This is an optimization exercise on Yosys and OpenROAD, whose aim is small area and a short achievable clock period, not a production implementation.
Where RTL was checked, it was by simulation tests only, not by an equivalence proof against the original.
No functional check of the RTL was part of runs 1 to 5.
Power is estimated from default activity; no workload was simulated.

$ cat flow/constraint.sdc
create_clock -name core_clock -period 10.0 [get_ports {clk}]
set_input_delay 2.0000 -clock core_clock [delete_from_list [all_inputs] [get_ports {clk}]]
set_output_delay 2.0000 -clock core_clock [all_outputs]
set_load 0.01 [all_outputs]
$ cat flow/design.v
module integral_image_engine #(
    parameter int IMG_W  = 160,
    parameter int IMG_H  = 120,
    parameter int PIX_W  = 4,
    parameter int SUM_W  = 20,
    parameter int ADDR_W = 15
) (
    input  logic              clk,
    input  logic              rst_n,
    input  logic              frame_start,
    input  logic              pix_valid,
    input  logic [PIX_W-1:0]  pix_data,
    input  logic [1:0]        mode,
    input  logic              arm,
    output logic              wr_en,
    output logic [ADDR_W-1:0] wr_addr,
    output logic [SUM_W-1:0]  wr_data,
    output logic              frame_done,
    output logic              busy,
    output logic              overflow
);
    localparam int XW = (IMG_W > 1) ? $clog2(IMG_W) : 1;
    localparam int YW = $clog2(IMG_H + 1);
    localparam int CW0 = $clog2(IMG_H * ((1 << PIX_W) - 1) + 1);
    localparam int CW  = (CW0 < SUM_W) ? CW0 : SUM_W;
    localparam int HW  = SUM_W - PIX_W;    
    localparam int CHW = CW - PIX_W;
    localparam logic [XW-1:0] X_LAST = XW'(IMG_W - 1);
    localparam logic [YW-1:0] Y_LAST = YW'(IMG_H - 1);
    localparam logic [1:0] MODE_CONT   = 2'b00;
    localparam logic [1:0] MODE_SINGLE = 2'b01;
    logic [XW-1:0]     x;
    logic [YW-1:0]     y;
    logic              in_frame;
    logic              capture;
    logic              armed;
    logic              x_zero;      
    logic              y_zero;      
    logic [IMG_W*CW-1:0] sr;
    logic [CW-1:0]       tail;
    logic                pend;
    logic [CW-1:0]       head;
    logic              decision;
    logic              cap_now;
    logic              accept;
    logic              x_first, y_first, x_last, y_last;
    logic              last_pix;
    logic              in_frame_next;
    logic [ADDR_W-1:0] cur_addr;
    logic [SUM_W-1:0]  base;       
    logic [PIX_W:0]    lo_sum;
    logic [HW-1:0]     base_hi_inc;
    logic [SUM_W-1:0]  ii;
    logic [CW-1:0]     above;
    logic [PIX_W:0]    col_lo;
    logic [CHW-1:0]    above_hi_inc;
    logic [CW-1:0]     col_new;
    assign head = pend ? sr[2*CW-1:CW] : sr[CW-1:0];
    always_comb begin
        decision = 1'b0;
        case (mode)
            MODE_CONT:   decision = 1'b1;
            MODE_SINGLE: decision = armed | arm;
            default:     decision = 1'b0;
        endcase
        cap_now = frame_start ? decision : capture;
        accept  = pix_valid & (frame_start | in_frame);
        x_first  = x_zero;
        y_first  = y_zero;
        x_last   = (x == X_LAST);
        y_last   = (y == Y_LAST);
        last_pix = ~frame_start & x_last & y_last;
        if (accept) in_frame_next = ~last_pix;
        else        in_frame_next = frame_start | in_frame;
        cur_addr = (frame_start | (x_first & y_first)) ? '0 : wr_addr + ADDR_W'(1);
        base        = (x_first ? '0 : wr_data) + (y_first ? '0 : SUM_W'(head));
        base_hi_inc = base[SUM_W-1:PIX_W] + HW'(1);
        lo_sum      = {1'b0, base[PIX_W-1:0]} + {1'b0, pix_data};
        if (frame_start)
            ii = SUM_W'(pix_data);
        else
            ii = {(lo_sum[PIX_W] ? base_hi_inc : base[SUM_W-1:PIX_W]), lo_sum[PIX_W-1:0]};
        above        = y_first ? '0 : head;
        above_hi_inc = above[CW-1:PIX_W] + CHW'(1);
        col_lo       = {1'b0, above[PIX_W-1:0]} + {1'b0, pix_data};
        if (frame_start)
            col_new = CW'(pix_data);
        else
            col_new = {col_lo[PIX_W] ? above_hi_inc : above[CW-1:PIX_W], col_lo[PIX_W-1:0]};
    end
    always_ff @(posedge clk) begin
        if (pend) begin
            sr <= {tail, sr[IMG_W*CW-1:CW]};
        end
        if (accept) begin
            tail <= col_new;
        end
    end
    always_ff @(posedge clk or negedge rst_n) begin
        if (!rst_n) begin
            x          <= '0;
            y          <= '0;
            x_zero     <= 1'b1;
            y_zero     <= 1'b1;
            in_frame   <= 1'b0;
            pend       <= 1'b0;
            capture    <= 1'b0;
            armed      <= 1'b0;
            wr_en      <= 1'b0;
            wr_addr    <= '0;
            wr_data    <= '0;
            frame_done <= 1'b0;
            busy       <= 1'b0;
            overflow   <= 1'b0;
        end else begin
            if (accept) begin
                if (frame_start) begin
                    x      <= (IMG_W > 1) ? XW'(1) : '0;
                    y      <= (IMG_W > 1) ? '0 : YW'(1);
                    x_zero <= (IMG_W == 1);
                    y_zero <= (IMG_W > 1);
                end else if (x_last) begin
                    x      <= '0;
                    y      <= y + YW'(1);
                    x_zero <= 1'b1;
                    y_zero <= 1'b0;
                end else begin
                    x      <= x + XW'(1);
                    x_zero <= 1'b0;
                end
                wr_addr <= cur_addr;
                wr_data <= ii;
            end else if (frame_start) begin
                x      <= '0;
                y      <= '0;
                x_zero <= 1'b1;
                y_zero <= 1'b1;
            end
            in_frame   <= in_frame_next;
            pend       <= accept;
            capture    <= cap_now;
            wr_en      <= accept & cap_now;
            frame_done <= accept & cap_now & last_pix;
            busy       <= cap_now & in_frame_next;
            if (frame_start) begin
                overflow <= 1'b0;
            end else if (pix_valid && !in_frame) begin
                overflow <= 1'b1;
            end
            if (frame_start && (mode == MODE_SINGLE)) begin
                armed <= 1'b0;
            end else if (arm) begin
                armed <= 1'b1;
            end
        end
    end
endmodule
$ cat flow/standard.sh
#!/bin/bash
# synth_recipe.tcl (not shown) runs the flow's synth.tcl, then flattens the netlist and writes it again
# the make line also repeats each setting of config.mk as NAME=value (left out here)
make -C /OpenROAD-flow-scripts/flow DESIGN_CONFIG=/design/flow/config.mk WORK_HOME=/design/flow/orfs CLKGATE_MAP_FILE= SYNTH_SCRIPT=/design/flow/synth_recipe.tcl "${@:-finish}"
$ cat flow/config.mk
export PLATFORM = sky130hd
export DESIGN_NAME = integral_image_engine
export DESIGN_NICKNAME = integral_image_engine
export VERILOG_FILES = /design/flow/design.v
export SDC_FILE = /design/flow/constraint.sdc
export NUM_CORES = 4
export LEC_CHECK = 0
export ABC_CLOCK_PERIOD_IN_PS = 3000
export CAP_MARGIN = 20
export CORE_MARGIN = 2
export CORE_UTILIZATION = 55
export SLEW_MARGIN = 20
$ cat flow/flow/run.sh
#!/bin/bash
# Standard ORFS layout; repair aims for a tighter setup target than the clock.
bash standard.sh SETUP_SLACK_MARGIN=6.6 finish > standard.log 2>&1
==> summary.md, run 1 <==
| Metric | Value |
|---|---|
| Initial Util | 55.5% |
| Final critical-path required period | 3.93 ns |
| CP Buf/Inv Count | 3 |
| RSZ-0062 raised after global routing | yes |
| Post-synthesis compound-gate area fraction | 1.25% |
| CTS buffer count | 171 |
| I/O Pins | 50 |
| Data required time at the worst endpoint | 10.61 ns |
| Congestion Overflow GR | 0 |
| Internal Pwr Total | 12.6 mW |
| Placed cell areas | 0.0600 sq mm |
| Cell family with most CP delay | simple AND/OR/NAND/NOR gates |
| Status | no timing/DRC/antenna violations |
| Final Cycle Share | 39.3% |
| Leakage | 23.0 nW |
| Avg WL per Cell | 18.5 microns |
| Rel. slew slack | 31.9% |
| Post-synth EDFFs | 1771 |
| Antenna diodes | 0 |
| Worst slew pin tran | 1.02 ns |
| Post-synth cell types | 63 |
| Clock Skews | 0.0170 ns |
| Post-synthesis area per instance | 25.3 sq um |
| DIE AREA | 0.107 sq mm |
| Final antenna-violating net count | 0 |
| Clk pwr share | 40.1% |
| Die Y | 328 microns |
| Netlist Area Pre-Place | 0.0577 sq mm |
| First-pass DRT Iterations | 5 |
| Worst-path cell chain | mux2i_1 -> nor2_1 -> ha_2 -> inv_2 -> fa_2 -> nand2b_4 -> a21oi_4 -> buf_4 -> xor2_4 -> inv_1 -> ha_1 -> nand2b_4 -> nand3b_1 -> nand4bb_4 -> or4_1 -> a32o_1 |
| Syn_nets | 2318 |
| Initial antenna violation count | 3 |
| Async set or reset register ratio after synthesis | 3.28% |
| Area growth syn-to-layout | 15.6% |
| RR Startpoint | pend |
| H-tree depth | 4 |
| Number of max-cap violations | 0 |
| Clock transition at path regs | 0.06 ns |
| Main synth FF type | edfxtp_1 |
| Drt drc | 0 |
| Setup-failing EPs final | 0 |
| Post-synthesis mux area share | 0.375% |
| Hold WC Path Type | reg2reg |
| Most used cell, CP | nand2b_4 |
| Max frequency | 254 MHz |
| Slowest-stage cell, CP | dfrtp_4 |
| Hold Fails Final Rpt | 0 |
| I/O Buffers | 49 |
| Worst Hold Launch | sr[273] |
| Simple-gate share of the synthesized area | 1.75% |
| Logic gate share of total power | 1.8% |
| First-pass GRT wire length | 119000 microns |
| Clk sink count | 1831 |
| Worst skew pair latency | 0.74 ns |
| Yosys warnings | 1 |
| Synth Instances | 2283 |
| Power, Total | 15.5 mW |
| Slew Viols, Final | 0 |
| Pin count of the biggest net entering global routing | 217 |
| Sequential share of power | 58.1% |
| DIE WIDTH | 328 microns |
| Main combinational cell family by area after synthesis | simple AND/OR/NAND/NOR gates |
| CTS root buf | clkbuf_16 |
| Pwr Density | 233 mW/mm^2 |
| Hold slack final | 0.404 ns |
| Sequential area share after synthesis | 94.9% |
| Hold_buf cts | 0 |
| WS Path Type | reg2reg |
| NumNets Final | 2631 |
| Critical Path AT | 4.54 ns |
| Max stage delay on crit path | 0.56 ns |
| Core area | 0.104 sq mm |
| Register bit total from synthesis | 1831 |
| Vias per cell | 5.26 |
| Peak supply drop | 141 uV |
| Routability congestion estimate | 0.802 |
| Adder-cell share of the synthesized area | 0.560% |
| CP max FO | 7 |
| Vias in the first global route | 21112 |
| NetSw | 2.93 mW |
| CP Launch Point | pend |
| Endpoint type of the worst setup path | flip-flop |
| Global Route Usage Sum | 14.1% |
| DRT iter0 DRCs | 2065 |
| Via count | 21606 |
| CTS tree | built |
| Non-Filler Cell Area, Final | 0.0667 sq mm |
| Detailed placement HPWL | 32400 microns |
| Startpoint types | flip-flop |
| Share of post-route cells with drive strength above 1 | 17.6% |
| Row count | 118 |
| Switch share | 18.8% |
| Synth Area in XOR/XNOR | 0.920% |
| Final WL | 76100 microns |
| Clock Tree Buf Depth | 3 |
## state kept, by name, summed over array words and instances, names as in the netlist, 7 cells and up
name and cells:
wr_addr 15, x 8, sr 1760, wr_data 20
tail 11, y 7
## cell families after synthesis
kind of cell | after synthesis
AO/OA/AOI/OAI | 107
adder cells (fa/ha/maj) | 24
buffers and inverters | 39
XOR/XNOR | 58
multiplexers | 20
AND/OR/NAND/NOR | 204
flip-flops | 1831
## metrics by stage
| stage | utilization [%] | worst slack, ns | setup TNS [ns] | instances |
|---|---|---|---|---|
| final | 64.2 | 6.07 | 0 | 4111 |
| after global routing | 64.2 | 5.94 | 0 | 4111 |
| after detailed placement | 57.9 | 4.36 | 0 | 3713 |
| after floorplan | - | -6.49 | -4752.49 | 2283 |
| after CTS | 63.9 | 6.14 | 0 | 4088 |
| after global placement | 57.9 | 4.60 | 0 | 3713 |
## worst paths after layout
path                       cells past startpoint  slack, ns     endpoint
setup reg to reg                              16       6.07  wr_data[18]
hold / removal                                 0       0.40      sr[262]
max in group asynchronous                      2       7.95         pend
setup / recovery                              16       6.07  wr_data[18]
hold reg to reg                                0       0.40      sr[262]
min in group asynchronous                      2       1.41   wr_addr[9]
## layout by cell type (no fill, tap or decap), drive strengths merged, types with 5 or more instances in the layout
cell type	instances
nor3	16
a21oi	24
a21o	9
o31ai	7
o22ai	8
buf	147
ha	21
nand2b	8
nand4	11
dfrtp	58
edfxtp	1771
nand2	47
and3	5
nand3	15
nor2	62
clkinv	65
inv	21
xor2	30
o21ai	24
mux2i	17
xnor2	28
nor4	6
clkbuf	222
nor2b	16
clkinvlp	7
bufinv	15
## area by class of cell
cell class              instances  area (sq um)
flip-flops and latches       1831         54700
well taps                    1380          1730
multi-input cells             413          3250
inverters                      18          71.3
repair buffers                161          1450
clock buffers                 218          4610
clock inverters                90           846
fillers                      6610         37100
## per-layer routing
layer | wire length [microns] | vias to the layer above | track usage (%)
li1 | - | 9721 | -
met1 | 38800 | 11206 | 23.0
met2 | 31800 | 523 | 18.5
met3 | 3580 | 156 | 3.21
met4 | 1920 | 0 | 5.38
met5 | 0 | - | 0
## what timing repair did
| action | CTS | global route |
|---|---|---|
| endpoints found under the hold margin | 0 | 0 |
| buffers inserted | 64 | 20 |
| pin swaps | 20 | 23 |
| gates resized for setup | 240 | 42 |
| gates cloned | 3 | 2 |
| endpoints found under the setup margin | 910 | 604 |
## power groups by stage
stage / clock, mW / combinational (mW) / sequential [mW]
floorplan: 0 / 0.0574 / 9.37
global placement: 0 / 0.222 / 9.18
detailed placement: 0 / 0.233 / 9.18
CTS: 6.46 / 0.272 / 9.03
global route: 6.74 / 0.314 / 9.06
finish: 6.23 / 0.284 / 9.02
## worst register-to-register path, delay by kind of cell (launching register included)
family                   cells  cell delay, ns
AO/OA/AOI/OAI                2            0.50
adder cells (fa/ha/maj)      3            0.75
flip-flops                   1            0.56
XOR/XNOR                     1            0.09
buffers and inverters        3            0.32
multiplexers                 1            0.16
AND/OR/NAND/NOR              6            1.45
## Yosys cell counts (18+ instances only)
cell type	number	area, sq um
nor2_1	61	229
a21oi_1	23	115
ha_1	21	263
xnor2_1	25	219
nand2_1	47	176
inv_1	18	67.6
xor2_1	30	263
o21ai_0	23	115
edfxtp_1	1771	53200
dfrtp_1	58	1450
clkbuf_1	18	67.6
==> run 2, diff against run 1 <==
--- a/flow/config.mk
+++ b/flow/config.mk
@@ -10,3 +10,5 @@
 export CORE_MARGIN = 2
 export CORE_UTILIZATION = 55
+export CTS_CLUSTER_DIAMETER = 80
+export CTS_CLUSTER_SIZE = 30
 export SLEW_MARGIN = 20
==> summary.md, run 2 <==
| Metric | Value |
|---|---|
| CTS tree | built |
| Drt drc | 0 (unchanged) |
| Cell taking the most area after synthesis | edfxtp_1 |
| CTS buffer count | 73 (-57%) |
| Hold EP | sr[1234] |
| Yosys warnings | 1 (unchanged) |
| Final antenna-violating net count | 0 (unchanged) |
| Pwr Density | 202 mW/mm^2 (-13%) |
| Data required time at the worst endpoint | 10.56 ns (-0.05 ns) |
| Worst Hold Launch | sr[1245] |
| Hold_buf cts | 0 (unchanged) |
| H-tree depth | 3 (-1) |
| RR Endpoint | wr_data[18] |
| Count leader, synth | edfxtp_1 |
| I/O Pins | 50 (unchanged) |
| Status | no timing/DRC/antenna violations |
| Post-synth EDFFs | 1771 (unchanged) |
| Clock Skews | 0.0318 ns (+0.0148 ns) |
| Register bit total from synthesis | 1831 (unchanged) |
| Worst Hold Depth | 0 (unchanged) |
| Initial antenna violation count | 0 (-3) |
| Post-synth cell types | 63 (unchanged) |
| Final critical-path required period | 4.07 ns (+0.136 ns) |
| Largest Register | sr |
| CTS root buf | clkbuf_16 |
| DRT iter0 DRCs | 2221 (+7.6%) |
| Cell family with most CP delay | simple AND/OR/NAND/NOR gates |
| Async set or reset register ratio after synthesis | 3.28% (unchanged) |
| CP max FO | 8 (+1) |
| Non-Filler Cell Area, Final | 0.0638 sq mm (-4.3%) |
| Post-synthesis area per instance | 25.3 sq um (unchanged) |
| Initial Util | 55.5% (unchanged) |
| RSZ-0062 raised after global routing | yes |
| Max frequency | 246 MHz (-3.3%) |
| Antenna diodes | 0 (unchanged) |
| Avg WL per Cell | 18.9 microns (+2.1%) |
| Vias per cell | 5.34 (+1.7%) |
| Syn_nets | 2318 (unchanged) |
| Pin count of the biggest net entering global routing | 206 (-5.1%) |
| Worst skew pair latency | 0.67 ns (-0.07 ns) |
| Area growth syn-to-layout | 10.7% |
| Hold Fails Final Rpt | 0 (unchanged) |
| Slowest-stage cell, CP | dfrtp_4 |
| First-pass GRT wire length | 116000 microns (-2.6%) |
| Worst-case reg-to-reg path depth | 15 (-1) |
| Vias in the first global route | 20243 (-4.1%) |
| Max stage delay on crit path | 0.58 ns (+0.02 ns) |
| Congestion Overflow GR | 0 (unchanged) |
| DIE WIDTH | 328 microns (unchanged) |
| Area contributors post-synth | edfxtp_1 92%, dfrtp_1 2.5%, ha_1 0.46% |
| Via count | 21006 (-2.8%) |
| Rel. slew slack | 32.4% (+0.48 points) |
| Final worst slack | 5.93 ns (-0.136 ns) |
| Yosys top cell area share | 92.2% (unchanged) |
| Worst slew pin tran | 1.01 ns (-0.00718 ns) |
| Placed cell areas | 0.0600 sq mm (unchanged) |
| Critical Path AT | 4.62 ns (+0.08 ns) |
| Share of post-route cells with drive strength above 1 | 13.6% (-3.9 points) |
| RR Startpoint | pend |
| Endpoint type of the worst setup path | flip-flop |
| Clock transition at path regs | 0.11 ns (+0.05 ns) |
| Post-layout util | 61.5% (-2.8 points) |
| First-pass DRT Iterations | 5 (unchanged) |
| Max reg flops | 1760 (unchanged) |
| WS Path Type | reg2reg |
| Core area | 0.104 sq mm (unchanged) |
| Final WL | 74300 microns (-2.4%) |
| Clock Tree Buf Depth | 3 (unchanged) |
| Routability congestion estimate | 0.802 (unchanged) |
| Worst-path cell chain | mux2i_1 -> nor2_1 -> ha_2 -> inv_2 -> fa_2 -> nand2b_4 -> a21oi_4 -> buf_6 -> o2111ai_4 -> a21oi_2 -> xnor2_2 -> o2111ai_2 -> or3_4 -> or4_1 -> a32o_1 |
| Peak supply drop | 143 uV (+1.9%) |
| FF-to-FF setup slack | 5.93 ns (-0.14 ns) |
| DIE AREA | 0.107 sq mm (unchanged) |
| Non-filler cells, final | 3931 (-4.4%) |
| Row count | 118 (unchanged) |
| Synth Instances | 2283 (unchanged) |
| Main synth FF type | edfxtp_1 |
| CP Buf/Inv Count | 2 (-1) |
| Post-synth top cells | 1771 x edfxtp_1, 61 x nor2_1, 58 x dfrtp_1 |
| Leakage | 21.5 nW (-6.3%) |
| NumNets Final | 2556 (-2.9%) |
| Number of max-cap violations | 0 (unchanged) |
| Sequential area share after synthesis | 94.9% (unchanged) |
| Die Y | 328 microns (unchanged) |
| Setup-failing EPs final | 0 (unchanged) |
| Setup TNS | 0 ns (unchanged) |
| Largest registers | sr: 1760 flops, wr_data: 20 flops, wr_addr: 15 flops |
| Commonest non-fill, non-tap cell in the layout | edfxtp_1 |
| Hold WC Path Type | reg2reg |
| Clk sink count | 1831 (unchanged) |
| Final Cycle Share | 40.7% (+1.4 points) |
| Commonest non-fill, non-tap cells in the layout | 1771 x edfxtp_1, 98 x buf_4, 79 x clkbuf_16 |
| Placed Instances | 3713 (unchanged) |
| Startpoint types | flip-flop |
| Pre-CTS setup slack | 4.36 ns (unchanged) |
| Global Route Usage Sum | 13.6% (-0.47 points) |
| Slew Viols, Final | 0 (unchanged) |
| I/O Buffers | 49 (unchanged) |
| Detailed placement HPWL | 32400 microns (unchanged) |
| Netlist Area Pre-Place | 0.0577 sq mm (unchanged) |
| Fillers | 6881 (+4.1%) |
[run 2: cell counts after synthesis]
No cell type changed its count.
[run 2: timing repair]
action | CTS | global route
pin swaps | 26 | 31
gates cloned | 5 | 0
buffers inserted | 70 | 38
gates resized for setup | 193 | 61
setup endpoints to repair | 921 | 507
[run 2: worst register-to-register path, cell delays in order (launching register included)]
cell       delay (ns)
dfrtp_4          0.58
mux2i_1          0.16
nor2_1           0.18
ha_2             0.24
inv_2            0.04
fa_2             0.34
nand2b_4         0.16
a21oi_4          0.22
buf_6            0.14
o2111ai_4        0.16
a21oi_2          0.25
xnor2_2          0.21
o2111ai_2        0.20
or3_4            0.39
or4_1            0.41
a32o_1           0.26
[run 2: where the power goes]
part | switching (mW) | leakage, nW | internal, mW
sequential | 0.129 | 18.1 | 8.88
clock | 2.09 | 1.06 | 1.50
combinational | 0.209 | 2.34 | 0.0863
[run 2: worst max-delay path by stage]
| stage | slack, ns | startpoint | endpoint | depth (start not counted) |
|---|---|---|---|---|
| 3_5_place_dp | 4.36 | pend | wr_data[18] | 13 |
| 6_report | 5.93 | pend | wr_data[18] | 15 |
| 2_1_floorplan | -6.49 | pend | wr_data[18] | 10 |
| 4_1_cts | 6.11 | pend | wr_data[18] | 15 |
| 5_1_grt | 5.81 | pend | wr_data[18] | 15 |
| 3_3_place_gp | 4.60 | pend | wr_data[18] | 13 |
[run 2: cell families after synthesis]
logic type	Yosys count	synth area share (%)
mux	20	0.375
xor+xnor	58	0.920
fa+ha+maj	24	0.560
compound gates	107	1.25
flops	1831	94.9
buf+inv	39	0.282
simple gates	204	1.75
[run 2: layout make-up]
cell class / count / area [sq um] / area share (%)
Timing Repair Buffer: 184 / 1790 / 2.81
Clock inverter: 9 / 136 / 0.214
Tap cell: 1380 / 1730 / 2.71
Clock buffer: 96 / 2040 / 3.20
Multi-Input combinational cell: 413 / 3330 / 5.21
Sequential cell: 1831 / 54700 / 85.7
Inverter: 18 / 71.3 / 0.112
[run 2: per-layer routing]
metal,share of wire (%),global-route usage (%)
met5,0,0
met4,2.6,4.15
met3,3.7,2.40
met2,42,18.6
met1,52,22.5
[run 2: metrics by stage]
stage	power [mW]	hold WS, ns
after detailed placement	9.41	0.405
after CTS	13.1	0.421
after global placement	9.40	0.403
final	12.9	0.413
after floorplan	9.42	0.400
after global routing	13.4	0.421
==> run 3, diff against run 2 <==
--- a/flow/design.v
+++ b/flow/design.v
@@ -28,4 +28,23 @@
     localparam logic [XW-1:0] X_LAST = XW'(IMG_W - 1);
     localparam logic [YW-1:0] Y_LAST = YW'(IMG_H - 1);
+    function automatic logic [SUM_W-1:0] pp_add(input logic [SUM_W-1:0] a,
+                                                input logic [SUM_W-1:0] b);
+        logic [SUM_W-1:0] g, p;
+        g = a & b;
+        p = a ^ b;
+        for (int d = 1; d < SUM_W; d = d * 2) begin
+            g = g | (p & (g << d));
+            p = p & ((p << d) | SUM_W'((1 << d) - 1));
+        end
+        pp_add = a ^ b ^ (g << 1);
+    endfunction
+    function automatic logic [SUM_W-1:0] pp_inc(input logic [SUM_W-1:0] a);
+        logic [SUM_W-1:0] c;
+        c = a;
+        for (int d = 1; d < SUM_W; d = d * 2) begin
+            c = c & ((c << d) | SUM_W'((1 << d) - 1));
+        end
+        pp_inc = a ^ ((c << 1) | SUM_W'(1));
+    endfunction
     localparam logic [1:0] MODE_CONT   = 2'b00;
     localparam logic [1:0] MODE_SINGLE = 2'b01;
@@ -57,4 +76,14 @@
     logic [CW-1:0]     col_new;
     assign head = pend ? sr[2*CW-1:CW] : sr[CW-1:0];
+    logic [ADDR_W-1:0] addr_inc;
+    logic [XW-1:0]     x_inc;
+    logic [YW-1:0]     y_inc;
+    assign addr_inc     = ADDR_W'(pp_inc(SUM_W'(wr_addr)));
+    assign x_inc        = XW'(pp_inc(SUM_W'(x)));
+    assign y_inc        = YW'(pp_inc(SUM_W'(y)));
+    assign base         = pp_add(x_zero ? '0 : wr_data, y_zero ? '0 : SUM_W'(head));
+    assign base_hi_inc  = HW'(pp_inc(SUM_W'(base[SUM_W-1:PIX_W])));
+    assign above        = y_zero ? '0 : head;
+    assign above_hi_inc = CHW'(pp_inc(SUM_W'(above[CW-1:PIX_W])));
     always_comb begin
         decision = 1'b0;
@@ -73,7 +102,5 @@
         if (accept) in_frame_next = ~last_pix;
         else        in_frame_next = frame_start | in_frame;
-        cur_addr = (frame_start | (x_first & y_first)) ? '0 : wr_addr + ADDR_W'(1);
-        base        = (x_first ? '0 : wr_data) + (y_first ? '0 : SUM_W'(head));
-        base_hi_inc = base[SUM_W-1:PIX_W] + HW'(1);
+        cur_addr = (frame_start | (x_first & y_first)) ? '0 : addr_inc;
         lo_sum      = {1'b0, base[PIX_W-1:0]} + {1'b0, pix_data};
         if (frame_start)
@@ -81,6 +108,4 @@
         else
             ii = {(lo_sum[PIX_W] ? base_hi_inc : base[SUM_W-1:PIX_W]), lo_sum[PIX_W-1:0]};
-        above        = y_first ? '0 : head;
-        above_hi_inc = above[CW-1:PIX_W] + CHW'(1);
         col_lo       = {1'b0, above[PIX_W-1:0]} + {1'b0, pix_data};
         if (frame_start)
@@ -122,9 +147,9 @@
                 end else if (x_last) begin
                     x      <= '0;
-                    y      <= y + YW'(1);
+                    y      <= y_inc;
                     x_zero <= 1'b1;
                     y_zero <= 1'b0;
                 end else begin
-                    x      <= x + XW'(1);
+                    x      <= x_inc;
                     x_zero <= 1'b0;
                 end
==> summary.md, run 3 <==
| Metric | Value |
|---|---|
| GRT busiest layer | met1 |
| Worst skew pair latency | 0.67 ns (about the same) |
| Clk sink count | 1831 (unchanged) |
| Commonest non-fill, non-tap cells in the layout | 1771 x edfxtp_1, 78 x clkbuf_16, 78 x buf_4 |
| Worst slew pin tran | 1.21 ns (+0.196 ns) |
| Final Cycle Share | 39.6% (-1.1 points) |
| Initial Util | 55.2% (-0.32 points) |
| Die Y | 328 microns (+0.20%) |
| Placed Instances | 3758 (+1.2%) |
| Rel. slew slack | 19.3% (-13 points) |
| RR Endpoint | wr_data[18] |
| Row count | 119 (+0.85%) |
| Detailed placement HPWL | 33100 microns (+2.1%) |
| RR Startpoint | pend |
| CTS root buf | clkbuf_16 |
| Pin count of the biggest net entering global routing | 222 (+7.8%) |
| Number of max-cap violations | 0 (unchanged) |
| Non-filler cells, final | 3941 (+0.25%) |
| Worst Hold Depth | 0 (unchanged) |
| Post-synth top cells | 1771 x edfxtp_1, 61 x nor2_1, 58 x dfrtp_1 |
| Critical Path AT | 4.50 ns (-0.12 ns) |
| Final WL | 73600 microns (-0.96%) |
| Routability congestion estimate | 0.770 (-4.0%) |
| Hold EP | sr[634] |
| Hold slack final | 0.411 ns (-0.00219 ns) |
| Power, Total | 12.9 mW (about the same) |
| Initial antenna violation count | 2 (+2) |
| Syn_nets | 2357 (+1.7%) |
| CP max FO | 7 (-1) |
| Worst-case reg-to-reg path depth | 14 (-1) |
| Endpoint type of the worst setup path | flip-flop |
| Antenna diodes | 0 (unchanged) |
| I/O Buffers | 49 (unchanged) |
| Cell taking the most area after synthesis | edfxtp_1 |
| Clock transition at path regs | 0.10 ns (about the same) |
| Post-synthesis area per instance | 24.9 sq um (-1.3%) |
| Vias per cell | 5.33 (-0.32%) |
| Hold WC Path Type | reg2reg |
| Largest Register | sr |
| Yosys top cell area share | 91.9% (-0.37 points) |
| Met2 global-route usage | 18.2% (-0.41 points) |
| Pwr Density | 203 mW/mm^2 (+0.54%) |
| Final critical-path required period | 3.96 ns (-0.112 ns) |
| Vias in the first global route | 20025 (-1.1%) |
| GRT met1 Usage | 22.5% (about the same) |
| Synth Instances | 2322 (+1.7%) |
| Final antenna-violating net count | 0 (unchanged) |
| Max reg flops | 1760 (unchanged) |
| Drt drc | 0 (unchanged) |
| Max frequency | 253 MHz (+2.8%) |
| Register bit total from synthesis | 1831 (unchanged) |
| H-tree depth | 3 (unchanged) |
| Post-synth EDFFs | 1771 (unchanged) |
| WS Path Type | reg2reg |
| Via count | 20992 (-0.067%) |
| Status | no timing/DRC/antenna violations |
| Area contributors post-synth | edfxtp_1 92%, dfrtp_1 2.5%, xor2_1 0.47% |
| Async set or reset register ratio after synthesis | 3.28% (unchanged) |
| Count leader, synth | edfxtp_1 |
| NumNets Final | 2562 (+0.23%) |
| DIE AREA | 0.108 sq mm (+0.40%) |
| Netlist Area Pre-Place | 0.0579 sq mm (+0.41%) |
| Clock Tree Buf Depth | 3 (unchanged) |
| Main synth FF type | edfxtp_1 |
| Data required time at the worst endpoint | 10.54 ns (-0.02 ns) |
| CTS buffer count | 74 (+1.4%) |
| Worst Hold Launch | sr[645] |
| DRT iter0 DRCs | 2076 (-6.5%) |
| Leakage | 21.2 nW (-1.4%) |
| Global Route Usage Sum | 13.5% (-0.11 points) |
| Post-synth cell types | 71 (+13%) |
| Largest registers | sr: 1760 flops, wr_data: 20 flops, wr_addr: 15 flops |
| Clock Skews | 0.0208 ns (-0.0110 ns) |
| I/O Pins | 50 (unchanged) |
| Congestion Overflow GR | 0 (unchanged) |
| Hold_buf cts | 0 (unchanged) |
| Share of post-route cells with drive strength above 1 | 12.0% (-1.6 points) |
| Slew Viols, Final | 0 (unchanged) |
| Commonest non-fill, non-tap cell in the layout | edfxtp_1 |
| FF-to-FF setup slack | 6.04 ns (+0.11 ns) |
| Fillers | 7220 (+4.9%) |
| First-pass DRT Iterations | 7 (+2) |
| CTS tree | built |
| Core area | 0.105 sq mm (+0.99%) |
| Area growth syn-to-layout | 9.72% |
| Pre-CTS setup slack | 4.43 ns (+0.0653 ns) |
| RSZ-0062 raised after global routing | yes |
| Grt met3 use | 2.42% (+0.021 points) |
| Setup-failing EPs final | 0 (unchanged) |
| Startpoint types | flip-flop |
| Sequential area share after synthesis | 94.5% (-0.39 points) |
| First-pass GRT wire length | 115000 microns (-0.71%) |
| Avg WL per Cell | 18.7 microns (-1.2%) |
| DIE WIDTH | 328 microns (+0.20%) |
| Yosys warnings | 1 (unchanged) |
| Peak supply drop | 128 uV (-11%) |
| Final worst slack | 6.04 ns (+0.112 ns) |
| Hold Fails Final Rpt | 0 (unchanged) |
| Post-layout util | 60.6% (-0.88 points) |
## run 3: cell count changes after synthesis, moves of 4 or more
cell | before | now
and3_1 | 5 | 10
xnor2_1 | 25 | 19
nand2_1 | 47 | 53
nand2b_1 | 8 | 14
o21ai_0 | 23 | 33
a21oi_1 | 23 | 27
## run 3: worst max-delay path, cell delays in order (launching register included)
cell,delay (ns)
dfrtp_4,0.57
mux2i_1,0.18
nor2_1,0.09
ha_2,0.19
fa_2,0.39
a211oi_4,0.25
buf_4,0.16
nor3_4,0.05
a221oi_4,0.39
a211o_1,0.23
mux2i_2,0.29
nand4_1,0.19
or2_4,0.29
o41a_1,0.30
a221o_1,0.27
## run 3: worst max-delay path by stage
stage,to,slack [ns],startpoint,cells after the start
floorplan,wr_data[18],-6.20,pend,11
global placement,wr_data[18],4.58,pend,13
detailed placement,wr_data[18],4.43,pend,13
CTS,wr_data[18],5.98,pend,14
global route,wr_data[18],5.89,pend,14
finish,wr_data[18],6.04,pend,14
## run 3: metal layers
layer	wire (microns)	part of all wire, %
met1	38500	52
met2	30800	42
met3	2940	4.0
met4	1390	1.9
met5	13	0.018
## run 3: cells by family (layout without fill, tap and decap cells)
kind of cell | after synthesis | count (layout) | synth area share [%]
fa+ha+maj | 25 | 25 | 0.575
xor+xnor | 51 | 51 | 0.795
compound gates | 128 | 129 | 1.53
flops | 1831 | 1831 | 94.5
mux | 19 | 19 | 0.348
simple gates | 230 | 230 | 2.01
buf+inv | 38 | 265 | 0.262
## run 3: timing repair
item,in CTS,in global routing
setup buffers,69,10
resized for setup,192,30
cloned,2,2
endpoints found under the setup margin,529,35
pin swaps,23,14
## run 3: final cells by class
type	count	area [sq um]	area share, %
Inverter	16	62.6	0.0985
Timing Repair Buffer	150	1420	2.23
Multi-Input combinational cell	454	3430	5.40
Tap cell	1391	1740	2.74
Clock buffer	88	1970	3.10
Sequential cell	1831	54700	86.1
Clock inverter	11	184	0.290
## run 3: stage by stage
stage / setup TNS [ns] / area [sq um]
floorplan: -4762.50 / 57900
global placement: 0 / 60300
detailed placement: 0 / 60300
CTS: 0 / 63300
global route: 0 / 63500
finish: 0 / 63500
## run 3: power by group
part	internal, mW	switching, mW	leakage [nW]
clock network	1.47	2.09	1.04
logic	0.0938	0.236	2.05
registers	8.88	0.130	18.1
==> run 4, diff against run 3 <==
--- a/flow/config.mk
+++ b/flow/config.mk
@@ -6,5 +6,5 @@
 export NUM_CORES = 4
 export LEC_CHECK = 0
-export ABC_CLOCK_PERIOD_IN_PS = 3000
+export ABC_CLOCK_PERIOD_IN_PS = 2200
 export CAP_MARGIN = 20
 export CORE_MARGIN = 2
==> summary.md, run 4 <==
| Metric | Value |
|---|---|
| Worst slew pin tran | 1.21 ns (unchanged) |
| Placed cell areas | 0.0603 sq mm (unchanged) |
| Die Y | 328 microns (unchanged) |
| First-pass DRT Iterations | 7 (unchanged) |
| Clock Tree Buf Depth | 3 (unchanged) |
| DIE AREA | 0.108 sq mm (unchanged) |
| DRT iter0 DRCs | 2076 (unchanged) |
| Endpoint type of the worst setup path | flip-flop |
| Data required time at the worst endpoint | 10.54 ns (about the same) |
| Core area | 0.105 sq mm (unchanged) |
| Syn_nets | 2357 (unchanged) |
| Final antenna-violating net count | 0 (unchanged) |
| Pin count of the biggest net entering global routing | 222 (unchanged) |
| Peak supply drop | 128 uV (unchanged) |
| Drt drc | 0 (unchanged) |
| Final critical-path required period | 3.96 ns (unchanged) |
| Slew Viols, Final | 0 (unchanged) |
| Vias per cell | 5.33 (unchanged) |
| Max frequency | 253 MHz (unchanged) |
| Area growth syn-to-layout | 9.72% (unchanged) |
| Share of post-route cells with drive strength above 1 | 12.0% (unchanged) |
| Final worst slack | 6.04 ns (unchanged) |
| Pre-CTS setup slack | 4.43 ns (unchanged) |
| Post-synthesis area per instance | 24.9 sq um (unchanged) |
| NumNets Final | 2562 (unchanged) |
| Row count | 119 (unchanged) |
| Non-Filler Cell Area, Final | 0.0635 sq mm (unchanged) |
| I/O Pins | 50 (unchanged) |
| Critical Path AT | 4.50 ns (about the same) |
| FF-to-FF setup slack | 6.04 ns (about the same) |
| Post-synth EDFFs | 1771 (unchanged) |
| Avg WL per Cell | 18.7 microns (unchanged) |
| Register bit total from synthesis | 1831 (unchanged) |
| Cell taking the most area after synthesis | edfxtp_1 |
| Yosys top cell area share | 91.9% (unchanged) |
| Worst-path cell chain | mux2i_1 -> nor2_1 -> ha_2 -> fa_2 -> a211oi_4 -> buf_4 -> nor3_4 -> a221oi_4 -> a211o_1 -> mux2i_2 -> nand4_1 -> or2_4 -> o41a_1 -> a221o_1 |
| Sequential area share after synthesis | 94.5% (unchanged) |
| Worst-case reg-to-reg path depth | 14 (unchanged) |
| Placed Instances | 3758 (unchanged) |
| Hold EP | sr[634] |
| Initial Util | 55.2% (unchanged) |
| Worst Hold Depth | 0 (unchanged) |
| Detailed placement HPWL | 33100 microns (unchanged) |
| RSZ-0062 raised after global routing | yes |
| RR Startpoint | pend |
| Pwr Density | 203 mW/mm^2 (unchanged) |
| Number of max-cap violations | 0 (unchanged) |
| Largest Register | sr |
| RR Endpoint | wr_data[18] |
| Post-synth cell types | 71 (unchanged) |
| Via count | 20992 (unchanged) |
| I/O Buffers | 49 (unchanged) |
| Post-synth top cells | 1771 x edfxtp_1, 61 x nor2_1, 58 x dfrtp_1 |
| Vias in the first global route | 20025 (unchanged) |
| Async set or reset register ratio after synthesis | 3.28% (unchanged) |
| Initial antenna violation count | 2 (unchanged) |
| Status | no timing/DRC/antenna violations |
| Max stage delay on crit path | 0.57 ns (about the same) |
| Area contributors post-synth | edfxtp_1 92%, dfrtp_1 2.5%, xor2_1 0.47% |
| WS Path Type | reg2reg |
| Slowest-stage cell, CP | dfrtp_4 |
| Startpoint types | flip-flop |
| Clk sink count | 1831 (unchanged) |
| Non-filler cells, final | 3941 (unchanged) |
| Count leader, synth | edfxtp_1 |
| Worst skew pair latency | 0.67 ns (about the same) |
| Hold WC Path Type | reg2reg |
| Setup TNS | 0 ns (unchanged) |
| Antenna diodes | 0 (unchanged) |
| Largest registers | sr: 1760 flops, wr_data: 20 flops, wr_addr: 15 flops |
| Commonest non-fill, non-tap cell in the layout | edfxtp_1 |
| CTS buffer count | 74 (unchanged) |
| CP max FO | 7 (unchanged) |
| Final Cycle Share | 39.6% (unchanged) |
| CTS root buf | clkbuf_16 |
| Max reg flops | 1760 (unchanged) |
| Routability congestion estimate | 0.770 (unchanged) |
| Congestion Overflow GR | 0 (unchanged) |
| Yosys warnings | 1 (unchanged) |
| Clock Skews | 0.0208 ns (unchanged) |
| Clock transition at path regs | 0.10 ns (about the same) |
| Rel. slew slack | 19.3% (unchanged) |
| Hold Fails Final Rpt | 0 (unchanged) |
| Synth Instances | 2322 (unchanged) |
| Worst Hold Launch | sr[645] |
| First-pass GRT wire length | 115000 microns (unchanged) |
| DIE WIDTH | 328 microns (unchanged) |
| H-tree depth | 3 (unchanged) |
| Global Route Usage Sum | 13.5% (unchanged) |
| Leakage | 21.2 nW (unchanged) |
| Setup-failing EPs final | 0 (unchanged) |
| Netlist Area Pre-Place | 0.0579 sq mm (unchanged) |
| Main synth FF type | edfxtp_1 |
| CTS tree | built |
| Final WL | 73600 microns (unchanged) |
| Commonest non-fill, non-tap cells in the layout | 1771 x edfxtp_1, 78 x clkbuf_16, 78 x buf_4 |
==> run 4: cell counts in the layout (fill, tap and decap cells not counted) <==
No cell type changed its count.
==> run 4: repair_timing <==
action | in CTS | in global routing
endpoints found under the setup margin | 529 | 35
gates cloned | 2 | 2
buffers inserted | 69 | 10
hold buffers | 0 | 0
pin swaps | 23 | 14
gates resized for setup | 192 | 30
==> run 4: cells by family (layout without fill, tap and decap cells) <==
group,Yosys count,after routing,share of synthesized area (%)
AO/OA/AOI/OAI,128,129,1.53
flip-flops,1831,1831,94.5
AND/OR/NAND/NOR,230,230,2.01
multiplexers,19,19,0.348
buffers and inverters,38,265,0.262
adder cells (fa/ha/maj),25,25,0.575
XOR/XNOR,51,51,0.795
==> run 4: layer usage <==
layer | GRT usage (%) | wire (microns)
met1 | 22.5 | 38500
met2 | 18.2 | 30800
met3 | 2.42 | 2940
met4 | 4.17 | 1390
met5 | 0 | 13
==> run 4: area by class of cell <==
type / count / area (sq um)
Clock inverter: 11 / 184
Multi-Input combinational cell: 454 / 3430
Timing Repair Buffer: 150 / 1420
Sequential cell: 1831 / 54700
Tap cell: 1391 / 1740
Inverter: 16 / 62.6
Fill cell: 7220 / 41300
Clock buffer: 88 / 1970
==> run 4: how the worst max path moves through the flow <==
stage | startpoint | to | depth (start not counted)
finish | pend | wr_data[18] | 14
global route | pend | wr_data[18] | 14
CTS | pend | wr_data[18] | 14
detailed placement | pend | wr_data[18] | 13
global placement | pend | wr_data[18] | 13
floorplan | pend | wr_data[18] | 11
==> run 4: metrics by stage <==
stage	util (%)	total power, mW	hold WS [ns]
floorplan	-	9.45	0.400
global placement	57.5	9.44	0.400
detailed placement	57.5	9.45	0.405
CTS	60.4	13.1	0.413
global route	60.6	13.4	0.411
finish	60.6	12.9	0.411
==> run 4: power breakdown <==
part | internal (mW) | switching, mW | leakage (nW) | total [mW]
Sequential | 8.88 | 0.130 | 18.1 | 9.01
Combinational | 0.0938 | 0.236 | 2.05 | 0.330
Clock | 1.47 | 2.09 | 1.04 | 3.56
Total | 10.4 | 2.46 | 21.2 | 12.9
==> run 4: critical path, delay by kind of cell, from the launching register on <==
kind	cells	cell delay (ns)
buffers and inverters	1	0.16
adders and majority gates	2	0.58
DFF	1	0.57
AOI/OAI and AO/OA	5	1.44
and+or+nand+nor	4	0.62
muxes	2	0.47
==> run 5, diff against run 4 <==
--- a/flow/config.mk
+++ b/flow/config.mk
@@ -6,5 +6,5 @@
 export NUM_CORES = 4
 export LEC_CHECK = 0
-export ABC_CLOCK_PERIOD_IN_PS = 2200
+export ABC_CLOCK_PERIOD_IN_PS = 1500
 export CAP_MARGIN = 20
 export CORE_MARGIN = 2
==> summary.md, run 5 <==
| Metric | Value |
|---|---|
| Clk sink count | 1831 (unchanged) |
| Antenna diodes | 0 (unchanged) |
| Number of max-cap violations | 0 (unchanged) |
| Pwr Density | 203 mW/mm^2 (unchanged) |
| Avg WL per Cell | 18.7 microns (unchanged) |
| Hold_buf cts | 0 (unchanged) |
| Peak supply drop | 128 uV (unchanged) |
| Placed cell areas | 0.0603 sq mm (unchanged) |
| Endpoint type of the worst setup path | flip-flop |
| Async set or reset register ratio after synthesis | 3.28% (unchanged) |
| Slew Viols, Final | 0 (unchanged) |
| RR Startpoint | pend |
| Max frequency | 253 MHz (unchanged) |
| Post-synth top cells | 1771 x edfxtp_1, 61 x nor2_1, 58 x dfrtp_1 |
| Worst-case reg-to-reg path depth | 14 (unchanged) |
| Clock Tree Buf Depth | 3 (unchanged) |
| H-tree depth | 3 (unchanged) |
| Row count | 119 (unchanged) |
| Sequential area share after synthesis | 94.5% (unchanged) |
| DRT iter0 DRCs | 2076 (unchanged) |
| Hold WC Path Type | reg2reg |
| NumNets Final | 2562 (unchanged) |
| Synth Instances | 2322 (unchanged) |
| Yosys warnings | 1 (unchanged) |
| Fillers | 7220 (unchanged) |
| Commonest non-fill, non-tap cell in the layout | edfxtp_1 |
| I/O Pins | 50 (unchanged) |
| Cell taking the most area after synthesis | edfxtp_1 |
| Yosys top cell area share | 91.9% (unchanged) |
| Count leader, synth | edfxtp_1 |
| Commonest non-fill, non-tap cells in the layout | 1771 x edfxtp_1, 78 x clkbuf_16, 78 x buf_4 |
| Worst Hold Launch | sr[645] |
| Status | no timing/DRC/antenna violations |
| Power, Total | 12.9 mW (unchanged) |
| Congestion Overflow GR | 0 (unchanged) |
| Netlist Area Pre-Place | 0.0579 sq mm (unchanged) |
| Area contributors post-synth | edfxtp_1 92%, dfrtp_1 2.5%, xor2_1 0.47% |
| Register bit total from synthesis | 1831 (unchanged) |
| Clk pwr share | 27.6% (about the same) |
| Hold Fails Final Rpt | 0 (unchanged) |
| Switch share | 19.1% (unchanged) |
| Final antenna-violating net count | 0 (unchanged) |
| Clock transition at path regs | 0.10 ns (about the same) |
| Post-synth EDFFs | 1771 (unchanged) |
| Post-synthesis area per instance | 24.9 sq um (unchanged) |
| Pin count of the biggest net entering global routing | 222 (unchanged) |
| Drt drc | 0 (unchanged) |
| Area growth syn-to-layout | 9.72% (unchanged) |
| Vias in the first global route | 20025 (unchanged) |
| CTS buffer count | 74 (unchanged) |
| DIE AREA | 0.108 sq mm (unchanged) |
| Worst skew pair latency | 0.67 ns (about the same) |
| First-pass DRT Iterations | 7 (unchanged) |
| DIE WIDTH | 328 microns (unchanged) |
| Non-Filler Cell Area, Final | 0.0635 sq mm (unchanged) |
| Via count | 20992 (unchanged) |
| Setup-failing EPs final | 0 (unchanged) |
| NetSw | 2.46 mW (unchanged) |
| Worst Hold Depth | 0 (unchanged) |
| Worst slew pin tran | 1.21 ns (unchanged) |
| Critical Path AT | 4.50 ns (about the same) |
| Sequential share of power | 69.9% (about the same) |
| Hold EP | sr[634] |
| Main synth FF type | edfxtp_1 |
| CP max FO | 7 (unchanged) |
| Initial Util | 55.2% (unchanged) |
| Data required time at the worst endpoint | 10.54 ns (about the same) |
| Initial antenna violation count | 2 (unchanged) |
| Die Y | 328 microns (unchanged) |
| RR Endpoint | wr_data[18] |
| Sequential Area | 0.0547 sq mm (unchanged) |
| Leakage | 21.2 nW (unchanged) |
| RSZ-0062 raised after global routing | yes |
| Post-synth cell types | 71 (unchanged) |
| First-pass GRT wire length | 115000 microns (unchanged) |
| Largest Register | sr |
| Share of post-route cells with drive strength above 1 | 12.0% (unchanged) |
| Startpoint types | flip-flop |
| Clock Skews | 0.0208 ns (unchanged) |
| WS Path Type | reg2reg |
| FF-to-FF setup slack | 6.04 ns (about the same) |
| CTS tree | built |
| Vias per cell | 5.33 (unchanged) |
| I/O Buffers | 49 (unchanged) |
| Core area | 0.105 sq mm (unchanged) |
| Detailed placement HPWL | 33100 microns (unchanged) |
| Final Cycle Share | 39.6% (unchanged) |
| Largest registers | sr: 1760 flops, wr_data: 20 flops, wr_addr: 15 flops |
| Routability congestion estimate | 0.770 (unchanged) |
| Global Route Usage Sum | 13.5% (unchanged) |
| Rel. slew slack | 19.3% (unchanged) |
| Final critical-path required period | 3.96 ns (unchanged) |
| Multi-input gate area | 0.00343 sq mm (unchanged) |
| CTS root buf | clkbuf_16 |
| Syn_nets | 2357 (unchanged) |
| Max reg flops | 1760 (unchanged) |
| Final WL | 73600 microns (unchanged) |
| Internal Pwr Total | 10.4 mW (unchanged) |
| Logic gate share of total power | 2.6% (about the same) |
-- run 5: cell counts after synthesis --
Identical to the previous run, type by type.
-- run 5: cell families after synthesis --
logic type	share of synthesized area, %
adder cells (fa/ha/maj)	0.575
multiplexers	0.348
AND/OR/NAND/NOR	2.01
AO/OA/AOI/OAI	1.53
XOR/XNOR	0.795
buffers and inverters	0.262
flip-flops	94.5
-- run 5: how the worst max path moves through the flow --
stage,start,endpoint,slack (ns),cells after the start
2_1_floorplan,pend,wr_data[18],-6.20,11
3_3_place_gp,pend,wr_data[18],4.58,13
3_5_place_dp,pend,wr_data[18],4.43,13
4_1_cts,pend,wr_data[18],5.98,14
5_1_grt,pend,wr_data[18],5.89,14
6_report,pend,wr_data[18],6.04,14
-- run 5: through the flow --
| stage | instances | setup TNS (ns) | hold slack (ns) | worst slack (ns) | util (%) |
|---|---|---|---|---|---|
| 4_1_cts | 3928 | 0 | 0.413 | 5.98 | 60.4 |
| 3_3_place_gp | 3758 | 0 | 0.400 | 4.58 | 57.5 |
| 6_report | 3941 | 0 | 0.411 | 6.04 | 60.6 |
| 3_5_place_dp | 3758 | 0 | 0.405 | 4.43 | 57.5 |
| 2_1_floorplan | 2322 | -4762.50 | 0.400 | -6.20 | - |
| 5_1_grt | 3941 | 0 | 0.411 | 5.89 | 60.6 |
-- run 5: what timing repair did --
action,in CTS,in global routing
gates cloned,2,2
gates resized for setup,192,30
buffers inserted,69,10
pin swaps,23,14
setup endpoints to repair,529,35
-- run 5: layer usage --
layer	track usage (%)	routed length (microns)	part of all wire [%]
met2	18.2	30800	42
met4	4.17	1390	1.9
met5	0	13	0.018
met1	22.5	38500	52
met3	2.42	2940	4.0
-- run 5: power groups by stage --
stage | Sequential, mW | Clock [mW] | Combinational, mW
floorplan | 9.37 | 0 | 0.0806
global placement | 9.19 | 0 | 0.254
detailed placement | 9.19 | 0 | 0.268
CTS | 9.02 | 3.75 | 0.321
global route | 9.06 | 3.98 | 0.364
finish | 9.01 | 3.56 | 0.330
-- run 5: area by class of cell --
class | instances | area share (%)
Sequential cell | 1831 | 86.1
Multi-Input combinational cell | 454 | 5.40
Clock buffer | 88 | 3.10
Tap cell | 1391 | 2.74
Timing Repair Buffer | 150 | 2.23
Clock inverter | 11 | 0.290
Inverter | 16 | 0.0985
-- run 5: worst max-delay path: stages (launching register included) --
cell	delay, ns
dfrtp_4	0.57
mux2i_1	0.18
nor2_1	0.09
ha_2	0.19
fa_2	0.39
a211oi_4	0.25
buf_4	0.16
nor3_4	0.05
a221oi_4	0.39
a211o_1	0.23
mux2i_2	0.29
nand4_1	0.19
or2_4	0.29
o41a_1	0.30
a221o_1	0.27
==> run 6, diff against run 5 <==
--- a/flow/design.v
+++ b/flow/design.v
@@ -59,5 +59,6 @@
     logic [CW-1:0]       tail;
     logic                pend;
-    logic [CW-1:0]       head;
+    logic [CW-1:0]       above;
+    logic [CW-1:0]       head_next;
     logic              decision;
     logic              cap_now;
@@ -69,11 +70,11 @@
     logic [SUM_W-1:0]  base;       
     logic [PIX_W:0]    lo_sum;
-    logic [HW-1:0]     base_hi_inc;
+    logic [SUM_W-1:0]  acc;        
+    logic [SUM_W-1:0]  base16;     
     logic [SUM_W-1:0]  ii;
-    logic [CW-1:0]     above;
     logic [PIX_W:0]    col_lo;
     logic [CHW-1:0]    above_hi_inc;
     logic [CW-1:0]     col_new;
-    assign head = pend ? sr[2*CW-1:CW] : sr[CW-1:0];
+    assign head_next = pend ? sr[3*CW-1:2*CW] : sr[2*CW-1:CW];
     logic [ADDR_W-1:0] addr_inc;
     logic [XW-1:0]     x_inc;
@@ -82,7 +83,9 @@
     assign x_inc        = XW'(pp_inc(SUM_W'(x)));
     assign y_inc        = YW'(pp_inc(SUM_W'(y)));
-    assign base         = pp_add(x_zero ? '0 : wr_data, y_zero ? '0 : SUM_W'(head));
-    assign base_hi_inc  = HW'(pp_inc(SUM_W'(base[SUM_W-1:PIX_W])));
-    assign above        = y_zero ? '0 : head;
+    assign acc          = x_zero ? '0 : wr_data;
+    assign base         = pp_add(acc, SUM_W'(above));
+    assign base16       = pp_add(acc ^ SUM_W'(above) ^ SUM_W'(1 << PIX_W),
+                                 ((acc & SUM_W'(above)) |
+                                  ((acc | SUM_W'(above)) & SUM_W'(1 << PIX_W))) << 1);
     assign above_hi_inc = CHW'(pp_inc(SUM_W'(above[CW-1:PIX_W])));
     always_comb begin
@@ -107,5 +110,5 @@
             ii = SUM_W'(pix_data);
         else
-            ii = {(lo_sum[PIX_W] ? base_hi_inc : base[SUM_W-1:PIX_W]), lo_sum[PIX_W-1:0]};
+            ii = {(lo_sum[PIX_W] ? base16[SUM_W-1:PIX_W] : base[SUM_W-1:PIX_W]), lo_sum[PIX_W-1:0]};
         col_lo       = {1'b0, above[PIX_W-1:0]} + {1'b0, pix_data};
         if (frame_start)
@@ -120,4 +123,9 @@
         if (accept) begin
             tail <= col_new;
+        end
+        if (frame_start) begin
+            above <= '0;
+        end else if (accept) begin
+            above <= (y_first & ~x_last) ? '0 : head_next;
         end
     end
==> flow/flow/run.sh (replaced) <==
#!/bin/bash
# Standard ORFS layout, with adders left to ABC instead of full-adder cells,
# and repair aiming for a tighter setup target than the clock.
bash standard.sh ADDER_MAP_FILE= SETUP_SLACK_MARGIN=6.6 finish > standard.log 2>&1
--- a/flow/config.mk
+++ b/flow/config.mk
@@ -6,5 +6,5 @@
 export NUM_CORES = 4
 export LEC_CHECK = 0
-export ABC_CLOCK_PERIOD_IN_PS = 1500
+export ABC_CLOCK_PERIOD_IN_PS = 3000
 export CAP_MARGIN = 20
 export CORE_MARGIN = 2
==> summary.md, run 6 <==
| Metric | Value |
|---|---|
| Max frequency | 289 MHz (+14%) |
| Synth Instances | 2436 (+4.9%) |
| Final antenna-violating net count | 0 (unchanged) |
| Pwr Density | 204 mW/mm^2 (+0.52%) |
| Startpoint types | input pin |
| Final critical-path required period | 3.46 ns (-0.499 ns) |
| Fillers | 7274 (+0.75%) |
| Hold_buf cts | 0 (unchanged) |
| Antenna diodes | 0 (unchanged) |
| CP max FO | 7 (unchanged) |
| Max reg flops | 1749 (-0.63%) |
| Area contributors post-synth | edfxtp_1 91%, dfrtp_1 2.5%, xnor2_1 0.72% |
| Largest registers | sr: 1749 flops, wr_data: 20 flops, wr_addr: 15 flops |
| Worst-case reg-to-reg path depth | 11 (-3) |
| Detailed placement HPWL | 33700 microns (+1.7%) |
| Post-synth top cells | 1760 x edfxtp_1, 80 x nand2_1, 79 x nor2_1 |
| Hold slack final | 0.417 ns (+0.00623 ns) |
| WS Path Type | in2reg |
| CP endpoint | wr_data[14] |
| Setup-failing EPs final | 0 (unchanged) |
| Main synth FF type | edfxtp_1 |
| Data required time at the worst endpoint | 10.58 ns (+0.04 ns) |
| Post-synth EDFFs | 1760 (-0.62%) |
| Clock Tree Buf Depth | 3 (unchanged) |
| H-tree depth | 3 (unchanged) |
| NumNets Final | 2589 (+1.1%) |
| Via count | 21283 (+1.4%) |
| Yosys top cell area share | 90.6% (-1.3 points) |
| Vias per cell | 5.33 (about the same) |
| Final Cycle Share | 34.6% (-5.0 points) |
| RR Startpoint | x_zero |
| Routability congestion estimate | 0.763 (-0.94%) |
| Count leader, synth | edfxtp_1 |
| Initial antenna violation count | 0 (-2) |
| Commonest non-fill, non-tap cells in the layout | 1760 x edfxtp_1, 79 x nand2_1, 74 x nor2_1, 74 x clkbuf_16, 60 x o21ai_0 |
| Status | no timing/DRC/antenna violations |
| DRT iter0 DRCs | 2313 (+11%) |
| Pin count of the biggest net entering global routing | 182 (-18%) |
| Worst slew pin tran | 1.05 ns (-0.160 ns) |
| Global Route Usage Sum | 13.5% (+0.053 points) |
| Yosys warnings | 1 (unchanged) |
| Share of post-route cells with drive strength above 1 | 9.92% (-2.1 points) |
| Leakage | 21.0 nW (-1.1%) |
| Sequential area share after synthesis | 93.6% (-0.89 points) |
| Async set or reset register ratio after synthesis | 3.28% (unchanged) |
| Post-synthesis area per instance | 23.9 sq um (-4.0%) |
| Non-Filler Cell Area, Final | 0.0630 sq mm (-0.74%) |
| Netlist Area Pre-Place | 0.0583 sq mm (+0.75%) |
| Max stage delay on crit path | 0.37 ns (-0.20 ns) |
| Peak supply drop | 180 uV (+41%) |
| Initial Util | 55.4% (+0.18 points) |
| Multi-input gate area | 0.00350 sq mm (+2.1%) |
| CTS tree | built |
| CP Launch Point | pix_data[3] |
| RR Endpoint | wr_data[14] |
| Core area | 0.105 sq mm (+0.43%) |
| Register bit total from synthesis | 1831 (unchanged) |
| Endpoint type of the worst setup path | flip-flop |
| Worst skew pair latency | 0.67 ns (about the same) |
| DIE AREA | 0.109 sq mm (+0.74%) |
| Hold WC Path Type | reg2reg |
| Number of max-cap violations | 0 (unchanged) |
| Post-synth cell types | 84 (+18%) |
| I/O Pins | 50 (unchanged) |
| Area growth syn-to-layout | 8.09% |
| Worst-path cell chain | buf_12 -> nand2b_4 -> nor3_4 -> o21a_1 -> a2111oi_4 -> o211ai_1 -> a211o_1 -> o2bb2ai_4 -> buf_6 -> nand4_1 -> o311ai_2 |
| Hold Fails Final Rpt | 0 (unchanged) |
| CTS buffer count | 73 (-1.4%) |
| RSZ-0062 raised after global routing | yes |
| Row count | 119 (unchanged) |
| Clock Skews | 0.0179 ns (-0.00293 ns) |
| Clock transition at path regs | 0.11 ns (about the same) |
| Final WL | 74300 microns (+0.98%) |
| Die Y | 330 microns (+0.37%) |
| Pre-CTS setup slack | 5.11 ns (+0.680 ns) |
| First-pass GRT wire length | 116000 microns (+1.1%) |
| Commonest non-fill, non-tap cell in the layout | edfxtp_1 |
| Vias in the first global route | 20310 (+1.4%) |
| Clk sink count | 1831 (unchanged) |
| CTS root buf | clkbuf_16 |
| DIE WIDTH | 330 microns (+0.37%) |
| Congestion Overflow GR | 0 (unchanged) |
| First-pass DRT Iterations | 7 (unchanged) |
| Cell taking the most area after synthesis | edfxtp_1 |
| Avg WL per Cell | 18.6 microns (-0.34%) |
| I/O Buffers | 49 (unchanged) |
| Syn_nets | 2447 (+3.8%) |
| Sequential Area | 0.0546 sq mm (-0.20%) |
| Critical Path AT | 4.04 ns (-0.46 ns) |
| Setup TNS | 0 ns (unchanged) |
| Drt drc | 0 (unchanged) |
| Slew Viols, Final | 0 (unchanged) |
| Slowest-stage cell, CP | a211o_1 |
| Final worst slack | 6.54 ns (+0.499 ns) |
| Placed cell areas | 0.0605 sq mm (+0.32%) |
| Largest Register | sr |
| FF-to-FF setup slack | 6.67 ns (+0.63 ns) |
| Rel. slew slack | 29.9% (+11 points) |
==> run 6: changes by cell type after synthesis, sizes merged, moves of 12 or more <==
cell	before	now
ha	21	0
nor2	64	79
xnor2	19	49
buf	2	20
nand2	53	80
o21ai	36	65
clkbuf	20	32
==> run 6: how the worst min path moves through the flow <==
stage	start	endpoint	cells after the start
global route	sr[354]	sr[343]	0
finish	sr[1196]	sr[1185]	0
global placement	tail[1]	sr[1750]	0
detailed placement	sr[1013]	sr[1002]	0
floorplan	sr[1011]	sr[1000]	0
CTS	sr[1704]	sr[1693]	0
==> run 6: worst max-delay path: cells and delay by family <==
kind / cells / cell delay, ns
AO/OA/AOI/OAI: 6 / 1.49
buffers and inverters: 2 / 0.23
AND/OR/NAND/NOR: 3 / 0.31
==> run 6: per-layer routing <==
| layer | global-route usage [%] | vias to the layer above | part of all wire [%] |
|---|---|---|---|
| li1 | - | 9762 | - |
| met5 | 0 | - | 0 |
| met1 | 22.6 | 11081 | 52 |
| met3 | 2.58 | 135 | 3.5 |
| met4 | 3.94 | 0 | 2.5 |
| met2 | 18.3 | 305 | 42 |
==> run 6: final cells by class <==
| type | instances | share of cell area [%] |
|---|---|---|
| well taps | 1391 | 2.76 |
| clock inverters | 13 | 0.373 |
| clock buffers | 86 | 3.01 |
| multi-input cells | 536 | 5.55 |
| inverters | 15 | 0.0953 |
| repair buffers | 121 | 1.60 |
| flip-flops and latches | 1831 | 86.6 |
==> run 6: what timing repair did <==
item,in CTS,in global routing
setup buffers,40,10
resized for setup,156,46
setup endpoints to repair,93,32
pin swaps,9,10
==> run 6: report_power, final <==
group          internal, mW  switching, mW  total [mW]  leakage, nW
Sequential             8.87          0.130        9.00         18.1
Clock                  1.45           2.11        3.56         1.03
Combinational        0.0805          0.235       0.316         1.86
==> run 6: logic make-up (layout without fill, tap and decap cells) <==
kind of cell / count (synthesis) / count (layout) / share of synthesized area, %
compound gates: 177 / 177 / 2.03
xor+xnor: 79 / 79 / 1.23
fa+ha+maj: 7 / 7 / 0.124
buf+inv: 69 / 235 / 0.659
flops: 1831 / 1831 / 93.6
mux: 17 / 17 / 0.302
simple gates: 256 / 256 / 2.07
==> run 6: through the flow <==
| stage | instances | utilization (%) | total power, mW |
|---|---|---|---|
| finish | 3993 | 59.9 | 12.9 |
| global route | 3993 | 59.9 | 13.4 |
| CTS | 3983 | 59.8 | 13.1 |
| detailed placement | 3844 | 57.4 | 9.46 |
| global placement | 3844 | 57.4 | 9.45 |
| floorplan | 2436 | - | 9.47 |
==> run 7, diff against run 6 <==
==> flow/flow/run.sh (replaced) <==
#!/bin/bash
# Standard ORFS layout; repair aims for a tighter setup target than the clock.
bash standard.sh SETUP_SLACK_MARGIN=7.3 finish > standard.log 2>&1
--- a/flow/config.mk
+++ b/flow/config.mk
@@ -9,5 +9,5 @@
 export CAP_MARGIN = 20
 export CORE_MARGIN = 2
-export CORE_UTILIZATION = 55
+export CORE_UTILIZATION = 65
 export CTS_CLUSTER_DIAMETER = 80
 export CTS_CLUSTER_SIZE = 30
==> summary.md, run 7 <==
| Metric | Value |
|---|---|
| Post-synth top cells | 1760 x edfxtp_1, 74 x nand2_1, 58 x dfrtp_1 |
| Vias in the first global route | 19881 (-2.1%) |
| Logic gate share of total power | 3.4% (+0.9 points) |
| Avg WL per Cell | 19.8 microns (+6.4%) |
| Hold_buf cts | 0 (unchanged) |
| Setup TNS | 0 ns (unchanged) |
| Post-synth cell types | 66 (-21%) |
| Data required time at the worst endpoint | 10.58 ns (about the same) |
| CTS root buf | clkbuf_16 |
| Pre-CTS setup slack | 4.70 ns (-0.412 ns) |
| Antenna diodes | 0 (unchanged) |
| DRT iter0 DRCs | 2078 (-10%) |
| Critical Path AT | 3.85 ns (-0.19 ns) |
| Detailed placement HPWL | 34100 microns (+1.2%) |
| Non-filler cells, final | 3758 (-5.9%) |
| Status | no timing/DRC/antenna violations |
| Sequential share of power | 69.9% (about the same) |
| Worst skew pair latency | 0.64 ns (-0.03 ns) |
| Row count | 109 (-8.4%) |
| Hold slack final | 0.409 ns (-0.00859 ns) |
| Slowest-stage cell, CP | or4_4 |
| Share of post-route cells with drive strength above 1 | 15.1% (+5.2 points) |
| Commonest non-fill, non-tap cell in the layout | edfxtp_1 |
| Syn_nets | 2384 (-2.6%) |
| Placed Instances | 3540 (-7.9%) |
| Drt drc | 0 (unchanged) |
| I/O Buffers | 49 (unchanged) |
| Count leader, synth | edfxtp_1 |
| Endpoint type of the worst setup path | flip-flop |
| WS Path Type | in2reg |
| Switch share | 19.1% (-0.11 points) |
| Placed cell areas | 0.0599 sq mm (-0.93%) |
| Max stage delay on crit path | 0.53 ns (+0.16 ns) |
| Largest registers | sr: 1749 flops, wr_data: 20 flops, wr_addr: 15 flops |
| Area growth syn-to-layout | 10.4% |
| Fillers | 4939 (-32%) |
| Post-synth EDFFs | 1760 (unchanged) |
| CTS buffer count | 73 (unchanged) |
| Congestion Overflow GR | 0 (unchanged) |
| Async set or reset register ratio after synthesis | 3.28% (unchanged) |
| CTS tree | built |
| First-pass DRT Iterations | 7 (unchanged) |
| Cell family with most CP delay | simple AND/OR/NAND/NOR gates |
| Setup-failing EPs final | 0 (unchanged) |
| NumNets Final | 2624 (+1.4%) |
| Final antenna-violating net count | 0 (unchanged) |
| Internal Pwr Total | 10.4 mW (+0.28%) |
| Worst-path cell chain | buf_8 -> ha_4 -> fa_2 -> nand3_2 -> and2_4 -> nor2_2 -> nand2_1 -> o21bai_4 -> nand2_4 -> or4_4 -> nand3_2 |
| Via count | 20986 (-1.4%) |
| Startpoint types | input pin |
| Global Route Usage Sum | 16.0% (+2.5 points) |
| Rel. slew slack | 40.1% (+10 points) |
| First-pass GRT wire length | 114000 microns (-2.2%) |
| Final critical-path required period | 3.27 ns (-0.186 ns) |
| Largest Register | sr |
| Max reg flops | 1749 (unchanged) |
| Synth Instances | 2330 (-4.4%) |
| DIE AREA | 0.0914 sq mm (-16%) |
| Peak supply drop | 172 uV (-4.7%) |
| Post-layout util | 72.4% (+12 points) |
| H-tree depth | 3 (unchanged) |
| Final WL | 74400 microns (+0.15%) |
| Leakage | 21.7 nW (+3.4%) |
| Vias per cell | 5.58 (+4.8%) |
| CP Buf/Inv Count | 1 (-1) |
| Final Cycle Share | 32.7% (-1.9 points) |
| CP max FO | 6 (-1) |
| Routability congestion estimate | 0.770 (+1.0%) |
| DIE WIDTH | 302 microns (-8.3%) |
| Main synth FF type | edfxtp_1 |
| Pin count of the biggest net entering global routing | 206 (+13%) |
run 7: cell count changes in the layout (fill, tap and decap cells not counted), moves of 11 or more:
cell,change
buf_6,+48
buf_4,+38
xnor2_1,-38
nor2_1,-35
o21ai_0,-24
ha_1,+19
ha_4,+12
nand2_1,-12
buf_2,-11
run 7: final cells by class:
| class | instances | area (sq um) | share of cell area [%] |
|---|---|---|---|
| sequential | 1831 | 54600 | 85.5 |
| multi-input combinational | 452 | 3690 | 5.78 |
| timing repair buffer | 183 | 1900 | 2.97 |
| clock buffer | 86 | 1900 | 2.97 |
| tap | 1165 | 1460 | 2.28 |
| clock inverter | 12 | 184 | 0.288 |
| inverter | 27 | 118 | 0.184 |
| timing repair inverter | 2 | 13.8 | 0.0216 |
run 7: path summary, 6_finish.rpt:
path,startpoint,to,slack [ns],cells past startpoint
worst min register to register,sr[43],sr[32],0.41,0
worst min-delay path,sr[43],sr[32],0.41,0
worst max register to register,x_zero,wr_data[12],6.78,15
min in group asynchronous,rst_n,wr_addr[7],1.53,2
worst max-delay path,pix_data[0],wr_data[16],6.73,11
max in group asynchronous,rst_n,pend,7.85,2
run 7: power groups by stage:
stage	combinational [mW]	clock, mW	sequential [mW]
final	0.432	3.45	9.01
after global routing	0.472	3.85	9.05
after CTS	0.406	3.61	9.02
after detailed placement	0.296	0	9.17
after global placement	0.283	0	9.17
after floorplan	0.0949	0	9.36
run 7: cell families after synthesis:
group | Yosys count | share of synthesized area (%)
buffers and inverters | 47 | 0.312
AO/OA/AOI/OAI | 123 | 1.32
XOR/XNOR | 45 | 0.718
multiplexers | 18 | 0.316
AND/OR/NAND/NOR | 222 | 1.89
flip-flops | 1831 | 94.4
adder cells (fa/ha/maj) | 44 | 1.08
run 7: what timing repair did:
action                                   CTS  global route
pin swaps                                 48            39
gates cloned                               5             4
gates resized for setup                  374            56
buffers inserted                          95            16
endpoints found under the setup margin  1197           855
run 7: metal layers:
| layer | wire, microns | vias up | global-route usage (%) |
|---|---|---|---|
| met1 | 38500 | 10955 | 27.7 |
| met2 | 31200 | 351 | 21.4 |
| met4 | 1200 | 2 | 3.88 |
| met3 | 3500 | 106 | 3.10 |
| li1 | - | 9572 | - |
| met5 | 16 | - | 0 |

port drivers added, routing unchanged:
No port has a modelled driver above. Below, the same layouts with a new extraction and two added sets of constraints.
Step 1: set_driving_cell puts a clkbuf_16 on clk and a buf_2 on each other input, an assumption about the parent block.
Step 2 also shifts input and output timing later by t, the mid clock arrival at the registers, as if the neighbouring blocks saw the same clock.
Slacks: ideal ports / drivers / drivers and shift; pairs: ideal ports / drivers.
run	shift t [ns]	setup slack, ns
run 1	0.794	6.068 / 6.068 / 5.367
run 2	0.722	5.932 / 5.932 / 5.490
run 3	0.720	6.044 / 6.044 / 5.496
run 4	0.720	6.044 / 6.044 / 5.496
run 5	0.720	6.044 / 6.044 / 5.496
run 6	0.741	6.544 / 6.522 / 5.781
run 7	0.696	6.729 / 6.705 / 6.021
After both steps every run listed still meets setup and hold.
